This is an optimization exercise on Yosys and OpenROAD, whose aim is small area, a short achievable clock period and few clock cycles per item, not a production implementation.
Function was checked by simulation only, so behaviour that the tests miss may differ from the original.
Power and IR drop assume default switching activity.

==> flow/design.v <==
module mem_bank_responder #(
   parameter int                DATA_W      = 16,
   parameter int                ADDR_W      = 8,
   parameter int                WAIT_CYCLES = 2,    
   parameter logic [ADDR_W-1:0] PROT_LIMIT  = ADDR_W'(8'h40)
) (
   input  logic              CLK100MHZ,
   input  logic              RST,
   input  logic              mb_sel,
   input  logic [ADDR_W-1:0] pc_addr,
   input  logic [ADDR_W-1:0] mb_addr,
   input  logic              mb_read,
   input  logic              mb_write,
   input  logic [DATA_W-1:0] mb_wdata,
   output logic [DATA_W-1:0] mb_rdata,
   output logic              mb_ack,
   output logic              mb_busy,
   output logic              mb_err
);
   localparam int DEPTH = 1 << ADDR_W;
   localparam int LO_W  = 4;                   
   localparam int HI_W  = ADDR_W - LO_W;       
   localparam int NGRP  = 1 << HI_W;
   localparam int GSZ   = 1 << LO_W;
   localparam int NPART = 2;
   localparam bit PROT_EN = 1'b0;
   localparam int RING_B = 2;                    
   localparam int RING   = 1 << RING_B;
   localparam int NRING  = DEPTH / RING;
   localparam int GPP    = NGRP / RING;          
   localparam int AGE_W  = 3;                    
   localparam logic [AGE_W-1:0] AGE_OLD = AGE_W'(RING + 1);
   logic              strobe_q;      
   logic              armed;         
   logic              req_wait;      
   logic              ack_q;
   logic              busy_q;
   logic              err_q;
   logic [RING_B-1:0] rot;           
   logic              rot_init;      
   logic [RING_B-1:0] tgt_q [RING];  
   logic              sb_v    [2];
   logic [ADDR_W-1:0] sb_addr [2];
   logic [DATA_W-1:0] sb_data [2];
   logic              sb_ptr;        
   logic [AGE_W-1:0]  lw_age;        
   logic [ADDR_W-1:0] lw_addr;       
   logic [DATA_W-1:0] ring [NRING][RING];
   logic              strobe_any;
   logic              req_edge;
   logic              req_active;
   logic              req_ok;
   logic              accept;
   logic [ADDR_W-1:0] sel_addr;
   logic              reject_now;
   logic              store_now;
   logic              recent;
   logic              sb_c    [2];   
   logic [DATA_W-1:0] wbus;
   logic [RING-1:0]   pos_hit;       
   logic [GSZ-1:0]    lo_oh;
   logic [NGRP-1:0]   hi_oh;
   logic [DATA_W-1:0] rd_grp [NGRP];
   logic [DATA_W-1:0] rd_part   [NPART];   
   logic [DATA_W-1:0] rd_part_n [NPART];   
   assign strobe_any = mb_read | mb_write;
   assign sel_addr   = mb_sel ? mb_addr : pc_addr;
   assign req_edge   = strobe_any & ~strobe_q & armed;
   assign req_active = req_edge | req_wait;
   assign reject_now = (mb_read & mb_write)
                     | (PROT_EN & mb_write & ~mb_read & (sel_addr < PROT_LIMIT));
   assign store_now  = mb_write & ~reject_now;
   assign lw_addr = sb_addr[~sb_ptr];
   assign recent  = (lw_age <= AGE_W'(RING));
   always_comb begin
      if (reject_now)
         req_ok = 1'b1;
      else if (mb_write)
         req_ok = !(recent && lw_age != AGE_W'(RING)
                    && sel_addr[ADDR_W-1 -: RING_B] == lw_addr[ADDR_W-1 -: RING_B]);
      else
         req_ok = !(recent && sel_addr == lw_addr);
   end
   assign accept = req_active & req_ok;
   always_ff @(posedge CLK100MHZ) begin
      if (RST) begin
         strobe_q <= 1'b0;
         armed    <= 1'b0;
         req_wait <= 1'b0;
         ack_q    <= 1'b0;
         busy_q   <= 1'b0;
         err_q    <= 1'b0;
      end else begin
         strobe_q <= strobe_any;
         if (!strobe_any) begin
            armed <= 1'b1;
         end
         req_wait <= req_active & ~req_ok;
         ack_q    <= accept;
         busy_q   <= req_active;
         err_q    <= accept & reject_now;
      end
   end
   always_comb begin
      for (int k = 0; k < 2; k++)
         sb_c[k] = sb_v[k] && (sb_addr[k][ADDR_W-1 -: RING_B] == ~rot);
      wbus = sb_c[0] ? sb_data[0] : sb_data[1];
   end
   always_ff @(posedge CLK100MHZ) begin
      if (!RST || rot_init) begin
         rot <= rot + 1'b1;
         for (int p = 0; p < RING; p++) tgt_q[p] <= RING_B'(p) - rot - 1'b1;
         for (int k = 0; k < 2; k++) begin
            if (sb_c[k]) sb_v[k] <= 1'b0;
         end
         if (lw_age < AGE_OLD) lw_age <= lw_age + 1'b1;
         if (!RST && accept && store_now) begin
            sb_v[sb_ptr] <= 1'b1;
            sb_ptr       <= ~sb_ptr;
            lw_age       <= AGE_W'(1);
         end
      end else begin
         rot      <= '0;
         for (int p = 0; p < RING; p++) tgt_q[p] <= RING_B'(p);
         sb_v[0]  <= 1'b0;
         sb_v[1]  <= 1'b0;
         sb_ptr   <= 1'b0;
         lw_age   <= AGE_OLD;
         rot_init <= 1'b1;
      end
   end
   always_ff @(posedge CLK100MHZ) begin
      for (int k = 0; k < 2; k++) begin
         if (sb_ptr == 1'(k)) begin
            sb_addr[k] <= sel_addr;
            sb_data[k] <= mb_wdata;
         end
      end
   end
   always_comb begin
      for (int p = 0; p < RING; p++) pos_hit[p] = (sel_addr[ADDR_W-1 -: RING_B] == tgt_q[p]);
      for (int i = 0; i < GSZ; i++) lo_oh[i] = (sel_addr[LO_W-1:0] == LO_W'(i));
      for (int g = 0; g < NGRP; g++)
         hi_oh[g] = pos_hit[g / GPP]
                  & (sel_addr[ADDR_W-RING_B-1:LO_W] == (HI_W-RING_B)'(g % GPP));
      for (int j = 0; j < NPART; j++) rd_part[j] = '0;
      for (int g = 0; g < NGRP; g++) begin
         rd_grp[g] = '0;
         for (int i = 0; i < GSZ; i++) begin
            rd_grp[g] = rd_grp[g]
                      | ({DATA_W{lo_oh[i]}} & ring[(g % GPP) * GSZ + i][g / GPP]);
         end
         rd_part[g / (NGRP / NPART)] = rd_part[g / (NGRP / NPART)]
                                     | ({DATA_W{hi_oh[g]}} & rd_grp[g]);
      end
   end
   always_ff @(posedge CLK100MHZ) begin
      for (int j = 0; j < NPART; j++) rd_part_n[j] <= ~rd_part[j];
   end
   always_comb begin
      mb_rdata = '1;
      for (int j = 0; j < NPART; j++) mb_rdata = mb_rdata & rd_part_n[j];
      mb_rdata = ~mb_rdata;
   end
   assign mb_ack  = ack_q;
   assign mb_busy = busy_q;
   assign mb_err  = err_q;
   always_ff @(posedge CLK100MHZ) begin
      for (int r = 0; r < NRING; r++) begin
         for (int p = 1; p < RING; p++) ring[r][p] <= ring[r][p-1];
         if ((sb_c[0] && sb_addr[0][ADDR_W-RING_B-1:0] == (ADDR_W-RING_B)'(r))
          || (sb_c[1] && sb_addr[1][ADDR_W-RING_B-1:0] == (ADDR_W-RING_B)'(r)))
            ring[r][0] <= wbus;
         else
            ring[r][0] <= ring[r][RING-1];
      end
   end
endmodule
export LEC_CHECK = 0
export CAP_MARGIN = 20
export CORE_MARGIN = 2
export CORE_UTILIZATION = 55
export CTS_BUF_LIST = sky130_fd_sc_hd__clkbuf_16
export CTS_CLUSTER_DIAMETER = 60
export CTS_CLUSTER_SIZE = 24
export PLACE_DENSITY = 0.7
export SETUP_SLACK_MARGIN = 3.0
export SLEW_MARGIN = 20
export TNS_END_PERCENT = 100
export BUFFER_PORTS_ARGS = -buffer_cell sky130_fd_sc_hd__buf_4
export CTS_ARGS = -sink_clustering_enable -repair_clock_nets -dont_use_dummy_load -buf_list sky130_fd_sc_hd__clkbuf_16 -sink_clustering_size 24 -sink_clustering_max_diameter 60
create_clock -name core_clock -period 6.0 [get_ports {CLK100MHZ}]
standard.sh (not shown) runs the stock make flow with config.mk's settings and CLKGATE_MAP_FILE= SYNTH_SCRIPT=/design/flow/synth_recipe.tcl, a recipe that flattens the netlist after the stock synthesis.
==> flow/flow/run.sh <==
#!/bin/bash
set -euo pipefail
cat >> config.mk <<'EOT'
export BUFFER_PORTS_ARGS = -buffer_cell sky130_fd_sc_hd__buf_4
export CTS_ARGS = -sink_clustering_enable -repair_clock_nets -dont_use_dummy_load -buf_list sky130_fd_sc_hd__clkbuf_16 -sink_clustering_size 24 -sink_clustering_max_diameter 60
EOT
bash standard.sh > standard.log 2>&1
The first run finished with timing, DRC and antenna clean.
Testbench counts at the start, summed over its fixed seeds: cycles 36,252, items 12,000.
Then changed:
--- a/flow/design.v
+++ b/flow/design.v
@@ -21,9 +21,9 @@
    localparam int LO_W  = 4;                   
    localparam int HI_W  = ADDR_W - LO_W;       
    localparam int NGRP  = 1 << HI_W;
    localparam int GSZ   = 1 << LO_W;
-   localparam int NPART = 2;
+   localparam int NPART = 4;
    localparam bit PROT_EN = 1'b0;
    localparam int RING_B = 2;                    
    localparam int RING   = 1 << RING_B;
    localparam int NRING  = DEPTH / RING;
=> Maximum frequency came out higher by 15%. Wire length goes up by about 35%. Clock skew fell by 20 ps. Synthesized area rises by 2.2%. Cell area is higher by about 1.6%. Power is higher by about 2.7%. Worst hold slack hardly moves. Sequential share of layout area drops by 0.50 points. Global-route usage rose by 12 points. Cell count rises by about 5%. Clock-buffer cell count decreases by 1.
Testbench counts after the change, summed over its fixed seeds: cycles 36,252, items 12,000.

-- re-timing with driven ports --
The results above use ideal ports. As a check the final layouts listed here were re-extracted and re-timed, cells and wires unchanged. Step 1 (the two cells are an assumption about what drives the block):
set clk [get_ports {CLK100MHZ}]
set_driving_cell -lib_cell sky130_fd_sc_hd__clkbuf_16 $clk
set_driving_cell -lib_cell sky130_fd_sc_hd__buf_2 [delete_from_list [all_inputs] $clk]
Step 2, shift: input delay + t, output delay - t, t = (earliest + latest rising clock arrival at the registers) / 2. This alone moves slack from input paths to output paths. Three values: no drivers, after step 1, after step 2; two values: the first two.
run | t, ns | slack for setup (ns) | hold WS [ns]
the first run | 0.961 | 2.294 / 2.060 / 1.099 | 0.278 / 0.278 / 0.278
the second run | 0.987 | 2.784 / 2.670 / 1.683 | 0.280 / 0.280 / 0.280
After both steps every run listed still meets setup and hold. For the first run, which loses most, drivers alone change the setup slack by -0.234 ns; drivers and shift together by -1.195 ns.
